Background: an optimization exercise with open tools, aiming at small area. Do not read the settings as production practice.
The RTL was checked by simulation tests, not by an equivalence proof against the original design.
Power is estimated from default activity; no workload was simulated.

==> design.v <==
module simd_issue_ctrl #(
  parameter int unsigned WIDTH = 32,
  parameter int unsigned LANES = 4,
  parameter int unsigned NREGS = 8,
  parameter int unsigned AW    = $clog2(NREGS)
) (
  input  logic                   clk,
  input  logic                   rst,
  input  logic                   instr_valid,
  output logic                   instr_ready,
  input  logic [2:0]             instr_op,
  input  logic [AW-1:0]          instr_dst,
  input  logic [AW-1:0]          instr_srca,
  input  logic [AW-1:0]          instr_srcb,
  input  logic                   rf_we,
  input  logic [AW-1:0]          rf_waddr,
  input  logic [LANES*WIDTH-1:0] rf_wdata,
  input  logic [AW-1:0]          rf_raddr,
  output logic [LANES*WIDTH-1:0] rf_rdata,
  output logic [2:0]             core_opcode,
  output logic [LANES*WIDTH-1:0] core_a,
  output logic [LANES*WIDTH-1:0] core_b,
  input  logic [LANES*WIDTH-1:0] core_r,
  output logic                   busy,
  output logic                   done,
  output logic                   err
);
  localparam int unsigned VW = LANES * WIDTH;
  logic            issue_q, capture_q;
  logic            done_q;
  logic            idle;
  logic            accept;
  logic            op_illegal;
  logic            drop_instr;
  logic [VW-1:0]   vrf_q [NREGS];
  logic [NREGS-1:0] valid_q;
  logic [NREGS*VW-1:0] vrf_flat;
  logic [AW-1:0]   dst_q;
  logic            drop_q;
  logic [2:0]      opcode_q;
  logic [VW-1:0]   snap_q;
  logic [AW-1:0]   live_q;       
  logic            a_snap_q;     
  logic            b_snap_q;     
  logic            snap_b;       
  logic [AW-1:0]   opnd_addr;
  logic [VW-1:0]   opnd;
  logic [NREGS-1:0] wb_hit, we_hit, wb_n, we_n, hold, rsel, osel;
  logic [VW-1:0]    r_n, w_n;
  assign idle       = !issue_q && !capture_q;
  assign accept     = idle && instr_valid;
  assign op_illegal = (instr_op > 3'b100);
  assign drop_instr = op_illegal;
  always_ff @(posedge clk or posedge rst) begin
    if (rst) begin
      issue_q   <= 1'b0;
      capture_q <= 1'b0;
      done_q    <= 1'b0;
    end else begin
      issue_q   <= accept;
      capture_q <= issue_q;
      done_q    <= capture_q;
    end
  end
  always_ff @(posedge clk) begin
    if (idle) begin
      dst_q  <= instr_dst;
      drop_q <= drop_instr;
    end
  end
  assign snap_b    = rf_we && (rf_waddr == instr_srcb) && (instr_srcb != instr_srca);
  assign opnd_addr = issue_q ? live_q : (snap_b ? instr_srcb : instr_srca);
  always_ff @(posedge clk) begin
    opcode_q <= instr_op;
    snap_q   <= opnd;
    live_q   <= snap_b ? instr_srca : instr_srcb;
    a_snap_q <= !snap_b;
    b_snap_q <= snap_b || (instr_srca == instr_srcb);
  end
  assign r_n = ~core_r;
  assign w_n = ~rf_wdata;
  for (genvar i = 0; i < NREGS; i++) begin : g_reg
    logic [VW-1:0] nxt;
    assign wb_hit[i] = capture_q && !drop_q && (dst_q == AW'(i));
    assign we_hit[i] = rf_we && (rf_waddr == AW'(i)) && !wb_hit[i];
    assign wb_n[i]   = !wb_hit[i];
    assign we_n[i]   = !we_hit[i];
    assign hold[i]   = !wb_hit[i] && !we_hit[i];
    assign rsel[i]   = valid_q[i] && (rf_raddr == AW'(i));
    assign osel[i]   = valid_q[i] && (opnd_addr == AW'(i));
    simd_wr_sel #(.VW(VW)) u_wr (
      .r_n(r_n), .wb_n(wb_n[i]), .w_n(w_n), .we_n(we_n[i]),
      .hold(hold[i]), .q(vrf_q[i]), .d(nxt)
    );
    assign vrf_flat[i*VW +: VW] = vrf_q[i];
    always_ff @(posedge clk) vrf_q[i] <= nxt;
    always_ff @(posedge clk or posedge rst) begin
      if (rst)                         valid_q[i] <= 1'b0;
      else if (wb_hit[i] || we_hit[i]) valid_q[i] <= 1'b1;
    end
  end
  simd_rd_port #(.VW(VW)) u_rd_host (.s(rsel), .d(vrf_flat), .y(rf_rdata));
  simd_rd_port #(.VW(VW)) u_rd_opnd (.s(osel), .d(vrf_flat), .y(opnd));
  simd_sel2 #(.VW(VW)) u_core_a (.s(a_snap_q), .a(snap_q), .b(opnd), .y(core_a));
  simd_sel2 #(.VW(VW)) u_core_b (.s(b_snap_q), .a(snap_q), .b(opnd), .y(core_b));
  logic err_q;
  always_ff @(posedge clk or posedge rst) begin
    if (rst)                       err_q <= 1'b0;
    else if (accept && op_illegal) err_q <= 1'b1;
  end
  assign err = err_q;
  assign instr_ready = idle;
  assign busy        = !idle;
  assign done        = done_q;
  assign core_opcode = opcode_q;
endmodule
module simd_wr_sel #(
  parameter int unsigned VW = 128
) (
  input  logic [VW-1:0] r_n,
  input  logic          wb_n,
  input  logic [VW-1:0] w_n,
  input  logic          we_n,
  input  logic          hold,
  input  logic [VW-1:0] q,
  output logic [VW-1:0] d
);
  assign d = ~((r_n | {VW{wb_n}}) & (w_n | {VW{we_n}}) & ~({VW{hold}} & q));
endmodule
module simd_rd_port #(
  parameter int unsigned VW = 128
) (
  input  logic [7:0]      s,
  input  logic [8*VW-1:0] d,
  output logic [VW-1:0]   y
);
  for (genvar b = 0; b < VW; b++) begin : g_bit
    logic x0, x1;
    simd_aoi222 u_lo (
      .a1(s[0]), .a2(d[0*VW+b]), .b1(s[1]), .b2(d[1*VW+b]), .c1(s[2]), .c2(d[2*VW+b]), .y(x0)
    );
    simd_aoi222 u_hi (
      .a1(s[3]), .a2(d[3*VW+b]), .b1(s[4]), .b2(d[4*VW+b]), .c1(s[5]), .c2(d[5*VW+b]), .y(x1)
    );
    assign y[b] = !(x0 && x1 && !((s[6] && d[6*VW+b]) || (s[7] && d[7*VW+b])));
  end
endmodule
module simd_aoi222 (
  input  logic a1, a2, b1, b2, c1, c2,
  output logic y
);
  assign y = !((a1 && a2) || (b1 && b2) || (c1 && c2));
endmodule
module simd_sel2 #(
  parameter int unsigned VW = 128
) (
  input  logic          s,
  input  logic [VW-1:0] a,
  input  logic [VW-1:0] b,
  output logic [VW-1:0] y
);
  logic s_n;
  assign s_n = !s;
  for (genvar i = 0; i < VW; i++) begin : g_bit
    simd_ao22 u_ao (.a1(s), .a2(a[i]), .b1(s_n), .b2(b[i]), .y(y[i]));
  end
endmodule
module simd_ao22 (
  input  logic a1, a2, b1, b2,
  output logic y
);
  assign y = (a1 && a2) || (b1 && b2);
endmodule
==> run.sh <==
#!/bin/bash
# synth_recipe.tcl (not shown) runs the flow's synth.tcl, then flattens the netlist and writes it again
# the make line also repeats each setting of config.mk as NAME=value (left out here)
make -C /OpenROAD-flow-scripts/flow DESIGN_CONFIG=/design/flow/config.mk WORK_HOME=/design/flow/orfs CLKGATE_MAP_FILE= SYNTH_SCRIPT=/design/flow/synth_recipe.tcl finish
==> config.mk <==
export PLATFORM = sky130hd
export DESIGN_NAME = simd_issue_ctrl
export DESIGN_NICKNAME = simd_issue_ctrl
export VERILOG_FILES = /design/flow/design.v
export SDC_FILE = /design/flow/constraint.sdc
export NUM_CORES = 4
export LEC_CHECK = 0
export CAP_MARGIN = 20
export CORE_MARGIN = 2
export CORE_UTILIZATION = 40
export SLEW_MARGIN = 20
export SYNTH_HIERARCHICAL = 1
export SYNTH_MINIMUM_KEEP_SIZE = 0
==> constraint.sdc <==
create_clock -name core_clock -period 6.0 [get_ports {clk}]
set_input_delay 1.2000 -clock core_clock [delete_from_list [all_inputs] [get_ports {clk}]]
set_output_delay 1.2000 -clock core_clock [all_outputs]
set_load 0.01 [all_outputs]
==> impl_results.md <==
* Status: finished clean
* Synth unique cells at 47
* Min-delay worst type: reg -> reg
* MaxCap Viol Count at 0
* Fin. max-slew vios at 0
* RSZ-0062 raised after global routing: false
* Layout cells sized above 1 at 0.0752
* GR Overflow Total at 0
* Average size of a mapped cell at 9.85 µm²
* Mapped Cells at 5,264
* FF+latch count, synth at 1,176
* Final net count at between 6,000 and 7,000
* Max FO, Critical Path at 18
* Crit. End Element: output pin
* Final Util at 0.502
* Die Width at 364 µm
* Post-Route WL at 258,000 µm
* Gp weighted congestion at 0.858
* Largest net degree at the start of global routing at 89
* Critical Path RT at approximately 4.8 ns
* Fin Clk Skew at 0.0329 ns
* I/O Pins at between 600 and 700
* Clk latency of the worst-skew pair at between 0.7 and 0.8 ns
* TritonCTS clock tree: yes
* First-pass GRT wire length at 370,000 µm
* Fin cells at 7,697
* Synth Warn # at 9
* Worst-path clk slew at 0.06 ns
* WL/cell at between 30 and 40 µm
* # fillers at around 12,000
* Area occupied by registers at 0.0237 mm²
* Minimum clock period at 5.83 ns
* Cell area after layout at 0.0649 mm²
* Row count at 132
* Critical path type: in -> out
* Placed inst area at 0.0602 mm²
* Power Dens Cells at 450 mW/mm²
* Final hold violations at 0
* Critical Path Source Type: primary input
* Syn_nets at 5,542
* Starting Density at 0.402
* CTS Sinks at around 1,200
* Port Buffers at 668
* Post-synth EDFFs at 4
* Fraction of registers with async set/reset at 0.0102
* Fin crit share at 0.972
* Core footprint at 0.129 mm²
* Worst-margin pin slew at 1.24 ns
* Max Fclk at 172 MHz
* Post-DP HPWL at 140,000 µm
* Clk root buf: clkbuf_16
* CTS Buffer Depth at 3
* Synth Flop Type: dfxtp_1
* Slew headroom at 0.172
* Worst Hold Slack at 0.420 ns
* Placed cell count at ~7,400
* Antenna violations before repair at 13
* Final setup vio count at 0
* CTS buffer count at 135
* Hold_buf cts at 0
* Die Ht at about 360 µm
* Total track usage at 0.369
* Peak supply drop at 0.275 mV
* Top cells by area, synth: dfxtp_1 45%, o221ai_1 17%, a222oi_1 9.9%, nand2_1 7.5%, a22o_1 4.3%
* Leakage at around 0.026 µW
* Iteration-0 DRC Markers at ~12,000
* Die ar. at 0.133 mm²
* Post-Syn Area at 0.0519 mm²
* Area Overhead vs Synth at 25.1%
* Final antenna-violating net count at 0
* Vias/cell at 7.32
* Tot Pwr at 29,200 µW
* Vias in the first global route at 54,500
* Pre-Repair DR Iteration Count at 15
* Multi-input gate area at 0.0245 mm²
* Vias at 56,400
* Top cell type's share of synthesized area at 0.448
* H-Tree Depth at 4
* Crit path DAT at 4.63 ns
* Share of the yosys chip area belonging to registers at 0.456
* # DRC at 0
* Area leader, netlist: dfxtp_1
## power breakdown
group / internal [µW] / total, µW / switching, µW / leakage, µW
Clock: 5210 / 8700 / 3500 / 0.00226
Combinational: 4290 / 8590 / 4300 / 0.0137
Sequential: 10200 / 11900 / 1750 / 0.00990
## Yosys cell counts (all sizes together), types with 2 or more instances
master	number
a21oi	4
a222oi	512
a22o	256
a22oi	256
a41oi	3
and2	5
and4	4
and4b	5
and4bb	2
buf	375
clkbuf	21
dfrtp	12
dfxtp	1160
edfxtp	4
inv	265
nand2	1042
nand2b	14
nand3	259
nand4	2
nor2	6
nor2b	2
nor3	2
nor4b	3
o21ai	3
o221ai	1024
o22a	2
o31a	2
xnor2	6
## state kept, by name, indices dropped and copies added, names as in the netlist
signal / count
snap_q: 128
dst_q: 3
opcode_q: 3
vrf_q: 1024
valid_q: 8
b_snap_q: 1
drop_q: 1
issue_q: 1
capture_q: 1
err_q: 1
a_snap_q: 1
done_q: 1
live_q: 3
## Yosys stat by module (local to each module, per instance), excerpt
module	times used	cells inside	cell area, µm²
simd_aoi222	512	1	10.0
simd_ao22	256	1	8.76
simd_issue_ctrl	1	1542	25300
## layout make-up
type | count | area share
clock buffers | 185 | 0.0598
repair buffers | 840 | 0.138
well taps | 1742 | 0.0336
diodes | 11 | 0.000424
inverters | 265 | 0.0155
clock inverters | 51 | 0.0107
multi-input cells | 3427 | 0.377
flip-flops and latches | 1176 | 0.364
## cell families (layout without fill, tap and decap cells)
family / Yosys count / in the layout / synth area share
flops: 1176 / 1176 / 0.456
simple gates: 1353 / 1353 / 0.108
buf+inv: 661 / 1341 / 0.0794
other cells: 0 / 11 / 0
compound gates: 2068 / 2068 / 0.356
xor+xnor: 6 / 6 / 0.00145
## worst max-delay path, stage by stage
cell	delay [ns]
clkdlybuf4s50_1	0.48
buf_4	0.19
and4_1	0.24
o31a_1	0.39
and4bb_4	0.32
buf_4	0.19
buf_12	0.17
a222oi_1	0.35
nand3_1	0.28
a22o_1	0.29
clkdlybuf4s50_1	0.49
## cells in the final DEF, fill, tap and decap left out, types with 8 or more instances in the layout
cell type           n
o221ai_1         1024
nand2_1          1031
nand3_1           255
a22oi_2             8
nand2b_1           12
a22o_1            256
diode_2            11
clkdlybuf4s50_1   662
clkbuf_8           23
clkbuf_1           23
clkinv_2           23
dfxtp_1          1158
bufinv_16          16
a222oi_1          512
clkbuf_16         139
dfrtp_1            12
buf_4              93
inv_1             263
buf_12             79
inv_6               8
a22oi_1           248
nand2_4            11
## what timing repair did
item | CTS | global route
buffers inserted | 3 | 0
pin swaps | 2 | 7
endpoints found under the setup margin | 5 | 184
gates resized for setup | 3 | 10
## per-layer routing
| layer | vias up | share of wire | global-route usage |
|---|---|---|---|
| met2 | 5010 | 0.43 | 0.558 |
| li1 | 23000 | - | - |
| met3 | 890 | 0.14 | 0.106 |
| met1 | 27400 | 0.38 | 0.478 |
| met4 | 14 | 0.047 | 0.189 |
| met5 | - | 0.00035 | 0 |
## stage by stage
| step | setup slack, ns | TNS [ns] |
|---|---|---|
| floorplan | -0.854 | -225.28 |
| global placement | -0.129 | -0.237 |
| detailed placement | -0.169 | -0.315 |
| CTS | 0.00107 | 0 |
| global route | 0.0592 | 0 |
| finish | 0.170 | 0 |
## final timing paths
kind / endpoint / from / depth (start not counted) / slack, ns
max: core_a[102] / rf_we / 11 / 0.17
min: done_q / capture_q / 0 / 0.42
max reg2reg: vrf_q[7][65] / dst_q[1] / 7 / 1.79
min reg2reg: done_q / capture_q / 0 / 0.42
max in group asynchronous: issue_q / rst / 2 / 4.66
min in group asynchronous: err_q / rst / 2 / 0.87

-- separate check: timing with driven ports --
In the flow no input, the clock included, has a driving cell. The finished layout below was timed again as built, in two steps. Step 1 assumes that a clkbuf_16 drives the clock port and a buf_2 every other input. Step 2, shift: input delay + t, output delay - t, t = (earliest + latest rising clock arrival at the registers) / 2. This alone moves slack from input paths to output paths. a / b / c = ideal ports / drivers / drivers and shift; a / b = the first two.
t (ns): 0.823
setup WS [ns]: 0.170 / 0.131 / 0.131
worst setup path at the end: input to output
worst register clock-pin slew, ns: 0.07 / 0.07
worst slew at a driven data input, ns: 0.15
After both steps this run still meets setup and hold. For this run, drivers alone change the setup slack by -0.039 ns; drivers and shift together by -0.039 ns.
